Context: an optimization exercise on an open-source flow, tuned for small area, a short achievable clock period and few clock cycles. The choices shown serve that exercise and are no tape-out recipe.
In this exercise RTL edits were held to simulation tests only and were not proved equivalent to the original.
Power and IR drop assume default switching activity.

run A:
## graph_triangle_enumerator
module graph_triangle_enumerator (
   input  wire logic                              clock,
   input  wire logic                              reset,
   input  wire logic                              req_valid,
   output logic                                   req_ready,
   input  wire logic                              req_kind,
   input  wire logic [gte_pkg::NODE_W-1:0]        req_row_index,
   input  wire logic [gte_pkg::ROW_W-1:0]         req_row_bits,
   output logic                                   rsp_valid,
   input  wire logic                              rsp_ready,
   output logic      [gte_pkg::NODE_W-1:0]        rsp_first_node,
   output logic      [gte_pkg::NODE_W-1:0]        rsp_second_node,
   output logic      [gte_pkg::NODE_W-1:0]        rsp_third_node,
   output logic                                   rsp_found,
   input  wire logic                              psel,
   input  wire logic                              penable,
   input  wire logic                              pwrite,
   input  wire logic [gte_pkg::CSR_ADDR_W-1:0]    paddr,
   input  wire logic [gte_pkg::CSR_DATA_W-1:0]    pwdata,
   output logic      [gte_pkg::CSR_DATA_W-1:0]    prdata,
  ...
For scale: roughly 680 flip-flops, about 130 I/O pins, ~0.031 mm² of cells after synthesis.
export LEC_CHECK = 0
export ABC_AREA = 1
export CAP_MARGIN = 20
export CORE_MARGIN = 2
export CORE_UTILIZATION = 40
export CTS_CLUSTER_DIAMETER = 100
export CTS_CLUSTER_SIZE = 30
export PLACE_DENSITY = 0.5
export SETUP_SLACK_MARGIN = 3.9
export SLEW_MARGIN = 20
create_clock -name core_clock -period 7.0 [get_ports {clock}]
run.sh (not shown) runs the stock make flow with config.mk's settings and CLKGATE_MAP_FILE= SYNTH_SCRIPT=/design/flow/synth_recipe.tcl, a recipe that flattens the netlist after the stock synthesis.
Testbench counts of run A, summed over its fixed seeds: cycles 32,210.
diff inputs: run A => run B
--- a/flow/design.v
+++ b/flow/design.v
@@ -117,16 +117,17 @@
    logic [NODE_W-1:0] cu;
    logic [NODE_W-1:0] cv;
    logic [NODE_W-1:0] au_next;
    logic              scan_row;
    logic              scan_edge;
    logic [ROW_W-1:0]  row_in;
    logic [ROW_W-1:0]  v_sel;
    logic [ROW_W-1:0]  v_rest;
+   logic [2:0]        v_cnt;
    logic [ROW_W-1:0]  w_floor;
    logic [ROW_W-1:0]  w_scan;
    logic [2:0]        b_cnt;
    logic [2:0]        c_cnt;
    logic              c_free;
    logic              b_free;
    logic              b_any;
    logic              c_any;
@@ -141,21 +142,22 @@
    assign write_now = write_busy && (pend_ff == 2'd0);
    assign req_ready = (pend_ff != 2'd2) && !(write_busy && (pend_ff != 2'd0));
    assign fetch_acc = req_valid && req_ready && req_kind;
    assign load_acc  = req_valid && req_ready && !req_kind;
    assign restart   = write_now || count_write;
    assign cu = cur_ff ? out_a_ff : '0;
    assign cv = cur_ff ? out_b_ff : '0;
    assign au_next   = au_ff + 5'd1;
-   assign scan_row  = (st_ff == S_SCAN) && (vset_ff == '0);
-   assign scan_edge = (st_ff == S_SCAN) && (vset_ff != '0) && b_free;
+   assign scan_row  = (st_ff == S_SCAN) && !v_cnt[1];
+   assign scan_edge = (st_ff == S_SCAN) && v_cnt[1] && b_free;
    assign v_sel  = low_bit(vset_ff);
    assign v_rest = vset_ff & ~v_sel;
-   assign rd_sel = v_sel
+   assign v_cnt  = cnt3(vset_ff);
+   assign rd_sel = (v_cnt[1] ? v_sel : '0)
                  | (scan_row ? dec(au_next) : '0)
                  | ((st_ff == S_RSTU) ? dec(cu) : '0);
    assign w_floor = (floor_ff && vset_ff[cv]) ? above(out_c_ff) : '1;
    assign w_scan  = rd_row & v_rest & w_floor;
    assign row_in  = rd_row & mask_n;
    always_ff @(posedge clock) begin
       if (reset || restart) begin
          st_ff <= S_RSTU;
@@ -179,17 +181,17 @@
          au_ff    <= cu;
          vset_ff  <= row_in & (above(cv) | dec(cv));
          floor_ff <= cur_ff;
       end else if (scan_row) begin
          au_ff    <= au_next;
          vset_ff  <= row_in;
          floor_ff <= 1'b0;
       end else if (scan_edge) begin
-         vset_ff  <= v_rest;
+         vset_ff  <= v_cnt[2] ? v_rest : '0;
          floor_ff <= 1'b0;
       end
    end
    assign c_w_sel  = low_bit(c_w_ff);
    assign c_w_rest = c_w_ff & ~c_w_sel;
    assign b_cnt    = cnt3(b_w_ff);
    assign c_cnt    = cnt3(c_w_ff);
    assign b_any    = b_valid_ff && b_cnt[0];
- Run B reached the final stage; the timing, design-rule and antenna checks on its layout passed.
- Detailed-routed wire length on met3: run B > run A
- When run B is set beside run A, its sequential share of layout area turns out to be 4.4 points smaller.
- The worst endpoint required time in run B sits 1.83 ns above the value recorded for run A.
- When the final numbers for run B and run A were put side by side, the count of clock-buffer cells in the layout turned out to be greater in run A.
- | worst slew slack as a fraction of its limit | run B vs run A | 2.6 points lower |
- On hold slack, run B does better than run A.
- Cell count of run B exceeds that of run A by a few percent.
- Compared with run A, run B improves power of the clock network.
- Diff run B..run A | share of the synthesized netlist area taken by xor and xnor gates | negligible
- NOTE: number of nets in the finished design in run B exceeds that of run A
- Taking run A as the reference, in run B count of plain and timing-repair buffers in the layout increased by about 53% relative to the old numbers; final critical path time including I/O delays and setup increased by 0.21 ns relative to the old numbers; power increased by about 9% relative to the old numbers; synthesized area increased by about 1.5% relative to the old numbers.
Testbench counts of run B, summed over its fixed seeds: cycles 29,790.

-- port drivers added, routing unchanged --
Ports are ideal in the flow. The routed layouts listed here were re-timed in OpenROAD. Step 1, drivers: a clkbuf_16 drives clock and a buf_2 each remaining input, both assumed. Step 2 adds t to the input delays and takes it off the output delays; t is the mean of the earliest and latest rising clock arrival at the registers after step 1. Input paths then give back, and output paths get back, about the clock's delay inside the block. Three values: ideal, step 1, step 2; two values: the first two.
| run | t (ns) | setup WS [ns] | worst setup path at the end | worst data-port slew with drivers (ns) |
|---|---|---|---|---|
| run A | 0.668 | 3.880 / 3.822 / 3.370 | input to register | 0.06 |
| run B | 0.742 | 3.673 / 3.673 / 3.274 | input to register | 0.06 |
After both steps setup and hold are still met in every run listed. The setup slack of run A, which loses most, moves by -0.058 ns with the drivers and by -0.510 ns with both steps.
